Context: an optimization exercise on an open-source flow, tuned for small area. The choices shown serve that exercise and are no tape-out recipe. The RTL was checked by simulation tests, not by an equivalence proof against the original design.

## flow/design.v (module list and top-level ports; edited modules follow where they fit)
// module conv3x3_channel_mac: 1981 lines
// module conv3x3_final_add: 23 lines
// module conv3x3_pp: 1734 lines
// module conv3x3_fa: 9 lines
// module rgb_conv3x3_engine: 119 lines
module rgb_conv3x3_engine
#(
  parameter int DATA_WIDTH   = rgb_conv_pkg::DATA_WIDTH,
  parameter int WEIGHT_WIDTH = rgb_conv_pkg::WEIGHT_WIDTH,
  parameter int ACC_WIDTH    = rgb_conv_pkg::ACC_WIDTH,
  parameter int IMAGE_SIZE   = 224
) (
  input  logic                         clk,
  input  logic                         rst,
  input  logic                         col_valid,
  input  logic [3*DATA_WIDTH-1:0]      col_r,
  input  logic [3*DATA_WIDTH-1:0]      col_g,
  input  logic [3*DATA_WIDTH-1:0]      col_b,
  input  logic                         wt_we,
  input  logic [4:0]                   wt_addr,
  input  logic [ACC_WIDTH-1:0]         wt_data,
  output logic signed [ACC_WIDTH-1:0]  conv_out,
  output logic                         conv_valid,
  output logic [7:0]                   out_row,
  output logic [7:0]                   out_col,
  output logic                         frame_done
);
  // ...
==> flow/run.sh <==
#!/bin/bash
# synth_recipe.tcl (not shown) runs the flow's synth.tcl, then flattens the netlist and writes it again
# the make line also repeats each setting of config.mk as NAME=value (left out here)
make -C /OpenROAD-flow-scripts/flow DESIGN_CONFIG=/design/flow/config.mk WORK_HOME=/design/flow/orfs CLKGATE_MAP_FILE= SYNTH_SCRIPT=/design/flow/synth_recipe.tcl finish
==> flow/config.mk <==
export PLATFORM = sky130hd
export DESIGN_NAME = rgb_conv3x3_engine
export DESIGN_NICKNAME = rgb_conv3x3_engine
export VERILOG_FILES = /design/flow/design.v
export SDC_FILE = /design/flow/constraint.sdc
export NUM_CORES = 4
export LEC_CHECK = 0
export CAP_MARGIN = 20
export CORE_MARGIN = 2
export CORE_UTILIZATION = 45
export PLACE_DENSITY = 0.6
export SLEW_MARGIN = 20
export SYNTH_HIERARCHICAL = 1
export SYNTH_MINIMUM_KEEP_SIZE = 0
==> flow/constraint.sdc <==
create_clock -name core_clock -period 10.0 [get_ports {clk}]
set_input_delay 2.0000 -clock core_clock [delete_from_list [all_inputs] [get_ports {clk}]]
set_output_delay 2.0000 -clock core_clock [all_outputs]
set_load 0.01 [all_outputs]
==> implementation parameters, run 1 <==
Parameter                              Value

Global routing
  First-pass GRT wire length ... 373000 µm
  Global routing met3 resource utilization ... 0.166
  Most Used Layer, Global Route ... met2

Timing
  Slew headroom ... 0.226
  Setup slack of the critical path after layout ... 0.174 ns
  Transition time at the pin with the least slew margin ... 1.15 ns
  Count of final max-slew check failures ... 0
  Number of endpoints with negative hold slack in the final report ... 0

Clocking
  Clk sinks ... 513
  Quantity of hold-fixing buffers added after cts ... 0
  Max H-tree Level ... 3

Worst hold path
  Hold Crit Start ... res_q[2][14]

Setup path
  CP dominant cell by count ... sky130_fd_sc_hd__fa_1
  Crit path largest cell delay ... 0.82 ns
  Kind of start point of the critical path ... flip-flop
  Setup slack of the worst register-to-register path ... 0.17 ns
  Launching element of the worst setup path ... wt_q[6][0]
  Highest net fanout along the worst path ... 8
  Critical path endpoint ... cs_q[13]

Yosys
  Proportion of synthesized flip-flops having asynchronous set or reset ... 0
  Mux contribution to synthesized area ... 0
  Synth top area cells ... sky130_fd_sc_hd__fa_1 (59%), sky130_fd_sc_hd__edfxtp_1 (20%), sky130_fd_sc_hd__nand2_1 (10%)
  Most common cell in the netlist ... sky130_fd_sc_hd__fa_1

Run status
  Result of the run ... complete, no violations

Final layout
  Top library cells by usage in the layout, fill and taps aside ... sky130_fd_sc_hd__fa_1 (1725), sky130_fd_sc_hd__nand2_1 (1578), sky130_fd_sc_hd__edfxtp_1 (384), sky130_fd_sc_hd__buf_4 (292), sky130_fd_sc_hd__and2_1 (217)
  Cell class ranked first by area ... multi-input gates
  Seq Cell Count ... 513
  Proportion of final cell area spent on non-clock buffers ... 0.0636
  Final Net Count ... 6637

Route
  First DRT Iteration DRCs ... 5827

Placed design
  Routability Congestion ... 1.09
==> run 2, diff against run 1 <==
==> flow/flow/run.sh (new file) <==
#!/bin/bash
# Layout flow: the standard ORFS flow (standard.sh, synthesis included,
# unchanged), with two changes to how the layout is made:
#   - each input and output port still gets its own buffer, but the smallest
#     buffer cell instead of a delay buffer;
#   - clock tree synthesis without dummy loads.
# make's full output goes to flow_make.log here; ORFS keeps each step's log
# under orfs/logs/.
set -euo pipefail
export BUFFER_PORTS_ARGS="-buffer_cell sky130_fd_sc_hd__buf_1"
export CTS_ARGS="-sink_clustering_enable -repair_clock_nets -dont_use_dummy_load"
bash standard.sh > flow_make.log 2>&1
==> flow/standard.sh (new file) <==
#!/bin/bash
# synth_recipe.tcl (not shown) runs the flow's synth.tcl, then flattens the netlist and writes it again
# the make line also repeats each setting of config.mk as NAME=value (left out here)
make -C /OpenROAD-flow-scripts/flow DESIGN_CONFIG=/design/flow/config.mk WORK_HOME=/design/flow/orfs CLKGATE_MAP_FILE= SYNTH_SCRIPT=/design/flow/synth_recipe.tcl "${@:-finish}"
removed: flow/run.sh
==> run 2 against run 1 <==
Effect of this change:
- wire length rose by 0.57%
- die area stayed put
- non-clock buffer count fell by 35
- clock-buffer cell count shrank 15
- synthesized cell count unchanged
- flip-flop and latch count did not move
- clock skew is 0.040 ns higher
- cell count shrank 1.5%
- global-route usage rose by 0.17 points
- critical endpoint unchanged
- highest routed layer unchanged
==> implementation parameters, run 2 <==
Parameter                              Value

Run status
  Result of the run ... complete, no violations

Route
  Final Routed Wirelength ... 280000 µm
  Via density per instance ... 6.09
  Count of nets left with antenna violations after detail routing ... 0
  Vias post-DR ... 39538
  First DRT Iteration DRCs ... 5745 (-1.4%)
  Wire length per cell after detailed routing ... 43.1 µm
  Remaining DRCs ... 0
  Router iterations before antenna repair ... 6

Clocking
  Root buf cell ... sky130_fd_sc_hd__clkbuf_16
  Max H-tree Level ... 3 (unchanged)
  Maximum root-to-sink buffer count ... 3
  Count of cells resized by post-cts repair ... 0
  TritonCTS clock tree ... done
  CTS clk-pin slew, worst paths ... 0.06 ns
  Clock latency (worst-skew pair) ... 0.70 ns
  Clk sinks ... 513 (unchanged)
  Clock buffers created by TritonCTS ... 67

Global routing
  Global-route usage over all layers ... 0.435
  Antenna violations before repair ... 12
  Largest net degree at the start of global routing ... 57
  Via count of the first global-routing pass ... 42111
  Overflow left after global routing ... 0
  First-pass GRT wire length ... 374000 µm (+0.27%)

Placed design
  Number of buffers inserted by port buffering ... 146
  Routability Congestion ... 1.07 (-1.4%)
  Half-perimeter wire length after detailed placement ... 243000 µm
  Post-Place Cells ... 6418

Timing
  Count of endpoints failing setup in the final report ... 0
  Minimum period implied by the final worst setup slack ... 9.80 ns
  Slew headroom ... 0.275 (+0.0489)
  TNS Setup ... 0 ns
  Period utilisation layout ... 0.980
  Count of final max-slew check failures ... 0 (unchanged)
  Number of endpoints with negative hold slack in the final report ... 0 (unchanged)
  Setup repair after global routing missed its margin ... no
  Largest clock skew in the final design ... 0.0712 ns
  Fmax ... 102 MHz
  Transition time at the pin with the least slew margin ... 1.09 ns (-0.0656 ns)

Worst hold path
  Class of the tightest hold or removal check ... reg2reg
  Hold Crit Start ... res_q[2][16]
  Worst hold path stage count ... 0
  End point of the worst hold path ... res_q[3][16]

Floorplanning
  Overall die height ... 365 µm
  Ports placed on the boundary ... 147
  Site row count ... 132
  Floorplan die area ... 0.133 mm²
  Core footprint ... 0.129 mm²
  Initial core utilization ... 0.452
  Width of the chip ... 365 µm

Setup path
  Worst Reg2Reg Path Length in Cells ... 24
  Crit path DAT ... 10.40 ns
  Worst path top cell family by delay ... adder cells
  Buffers & Inverters on Critical Path ... 5
  Highest net fanout along the worst path ... 7 (-1)
  CP dominant cell by count ... sky130_fd_sc_hd__fa_1
  Startpoint of the worst-slack reg-to-reg timing path ... col1_r_q[2]
  Critical path data required time ... 10.59 ns
  Kind of start point of the critical path ... flip-flop
  Crit Path Category ... reg2reg
  Endpoint class of the critical path ... flip-flop
  Critical Path Slowest Stage Cell ... sky130_fd_sc_hd__fa_1
  Worst path cell trace ... buf_4 -> nand2_1 -> fa_1 -> fa_1 -> fa_1 -> fa_1 -> fa_1 -> fa_1 -> fa_1 -> fa_1 -> fa_1 -> fa_1 -> fa_1 -> fa_1 -> fa_1 -> fa_1 -> fa_1 -> inv_1 -> ha_1 -> inv_1 -> fa_1 -> inv_1 -> ha_1 -> inv_1
  Crit path largest cell delay ... 0.76 ns (-0.06 ns)
  Worst R2R End ... cs_q[13]
  Setup slack of the worst register-to-register path ... 0.20 ns (+0.02 ns)

Final layout
  Number of flip-flops under the largest register name ... 216
  Final Net Count ... 6603 (-0.51%)
  Leading registers by flop count ... wt_q x216, res_q x72, cs_q x29
  Area growth from synthesis to final layout ... 9.67%
  Non-filler instance count after layout ... 6488
  Biggest register ... wt_q
  Commonest non-fill, non-tap cell in the layout ... sky130_fd_sc_hd__fa_1
  Combined flip-flop and latch cell area ... 0.0141 mm²
  Area used by multi-input combinational logic ... 0.0430 mm²
  Share of cells above drive strength 1 ... 0.0755
  Fill count ... 11394
  Top library cells by usage in the layout, fill and taps aside ... sky130_fd_sc_hd__fa_1 (1726), sky130_fd_sc_hd__nand2_1 (1578), sky130_fd_sc_hd__edfxtp_1 (384), sky130_fd_sc_hd__buf_4 (260), sky130_fd_sc_hd__and2_1 (217)

Yosys
  Warnings from Yosys ... 9
  Cell count after synthesis ... 4479
  Post-synthesis instance area ... 0.0585 mm²
  Net count after synthesis ... 6336
  Mux contribution to synthesized area ... 0 (unchanged)
  Register area share after synthesis ... 0.241
  Register bit count reported by yosys ... 513
  Adder-cell share of the synthesized area ... 0.596
  Largest family of logic cells by synthesized area ... adder cells
  Proportion of synthesized flip-flops having asynchronous set or reset ... 0 (unchanged)
  Top post-synthesis cells by count ... sky130_fd_sc_hd__fa_1 (1726), sky130_fd_sc_hd__nand2_1 (1578), sky130_fd_sc_hd__edfxtp_1 (384), sky130_fd_sc_hd__and2_1 (217), sky130_fd_sc_hd__buf_2 (189)
  Most common cell in the netlist ... sky130_fd_sc_hd__fa_1
  Number of synthesized flops with an enable pin ... 384
  Share of the synthesized area in compound gates (AO/OA/AOI/OAI) ... 0.00468
  Number of distinct standard cells referenced by the synthesized netlist ... 38
  Synth Area in XOR/XNOR ... 0.00150
  Largest area contributor in the synthesized netlist ... sky130_fd_sc_hd__fa_1
  Simple-gate share of the synthesized area ... 0.131
  Area share of the largest cell type after synthesis ... 0.591
  Dominant synthesized flop cell ... sky130_fd_sc_hd__edfxtp_1
  Synth top area cells ... sky130_fd_sc_hd__fa_1 (59%), sky130_fd_sc_hd__edfxtp_1 (20%), sky130_fd_sc_hd__nand2_1 (10%)
  Mean area per synthesized cell ... 13.1 µm²

Job
  Max-capacitance violation count ... 0
[run 2: changes by cell type in the layout (fill, tap and decap cells not counted), sizes merged]
| cell | change |
|---|---|
| inv | -13 |
| clkinvlp | -3 |
| buf | +109 |
| diode | -10 |
| clkinv | -22 |
| clkdlybuf4s50 | -145 |
| bufinv | -2 |
| clkbuf | -14 |
[run 2: worst reg2reg max path, delay by kind of cell, from the launching register on]
kind	cells	cell delay, ns
and+or+nand+nor	1	0.08
buffers and inverters	5	0.53
adders and majority gates	18	8.43
DFF	1	0.66
[run 2: worst max-delay path by stage]
stage,start,cells past startpoint,endpoint
finish,col1_r_q[2],24,cs_q[13]
global route,col1_r_q[9],25,cs_q[13]
floorplan,col_r[1],25,cs_q[13]
detailed placement,col_r[3],23,cs_q[13]
CTS,col1_r_q[16],23,cs_q[13]
global placement,col_r[3],23,cs_q[13]
[run 2: modules after synthesis, one instance, submodules excluded]
module               cells inside  cell area [µm²]  flops+latches
conv3x3_channel_mac            67              497              0
conv3x3_pp                   1918             7980              0
conv3x3_final_add              34              176              0
conv3x3_fa                      1             20.0              0
rgb_conv3x3_engine            734            15300            513
[run 2: per-layer routing]
layer | up-vias | track usage | routed length [µm]
met5 | - | 0 | 62
met4 | 8 | 0.207 | 16600
met3 | 490 | 0.153 | 36500
met2 | 3007 | 0.620 | 119000
met1 | 21783 | 0.598 | 108000
li1 | 14250 | - | -
[run 2: what timing repair did]
action                                  CTS  global route
hold buffers                              0             0
setup buffers                             0             1
hold endpoints to repair                  0             0
endpoints found under the setup margin    0             1
[run 2: logic make-up (layout without fill, tap and decap cells)]
family	count (synthesis)	in the layout
AO/OA/AOI/OAI	43	43
AND/OR/NAND/NOR	1865	1865
other	0	2
adder cells (fa/ha/maj)	1752	1752
flip-flops	513	513
XOR/XNOR	10	10
buffers and inverters	296	561
[run 2: cell type report]
type / count / area share
inverter: 64 / 0.00374
multi-input combinational: 3670 / 0.670
antenna: 2 / 0.0000780
clock buffer: 67 / 0.0261
sequential: 513 / 0.220
tap: 1742 / 0.0340
timing repair buffer: 430 / 0.0465
[run 2: through the flow]
step | setup WS, ns | hold slack (ns) | cell area, µm² | util
after detailed placement | 0.106 | 0.312 | 62500 | 0.483
after global routing | 0.0758 | 0.324 | 64200 | 0.496
final | 0.195 | 0.321 | 64200 | 0.496
after floorplan | 0.845 | 0.310 | 58500 | -
after CTS | 0.175 | 0.323 | 64100 | 0.496
after global placement | 0.153 | 0.310 | 62400 | 0.483

-- port drivers added, routing unchanged --
How much do the figures lean on ideal ports? The routed layouts below were timed once more, with nothing changed but the port constraints.
Step 1 (the two cells are an assumption about what drives the block):
set clk [get_ports {clk}]
set_driving_cell -lib_cell sky130_fd_sc_hd__clkbuf_16 $clk
set_driving_cell -lib_cell sky130_fd_sc_hd__buf_2 [delete_from_list [all_inputs] $clk]
Step 2 adds t to the input delays and takes it off the output delays; t is the mean of the earliest and latest rising clock arrival at the registers after step 1. Input paths then give back, and output paths get back, about the clock's delay inside the block.
a / b / c = ideal ports / drivers / drivers and shift; a / b = the first two.
run | t, ns | setup slack, ns | clock arrival spread, ns
run 1 | 0.772 | 0.174 / 0.174 / -0.421 | 0.043 / 0.043
run 2 | 0.754 | 0.195 / 0.195 / -0.017 | 0.075 / 0.075
Met with ideal ports but missed after step 2: setup timing in run 1 and run 2. The setup slack of run 1, which loses most, moves by 0.000 ns with the drivers and by -0.595 ns with both steps.
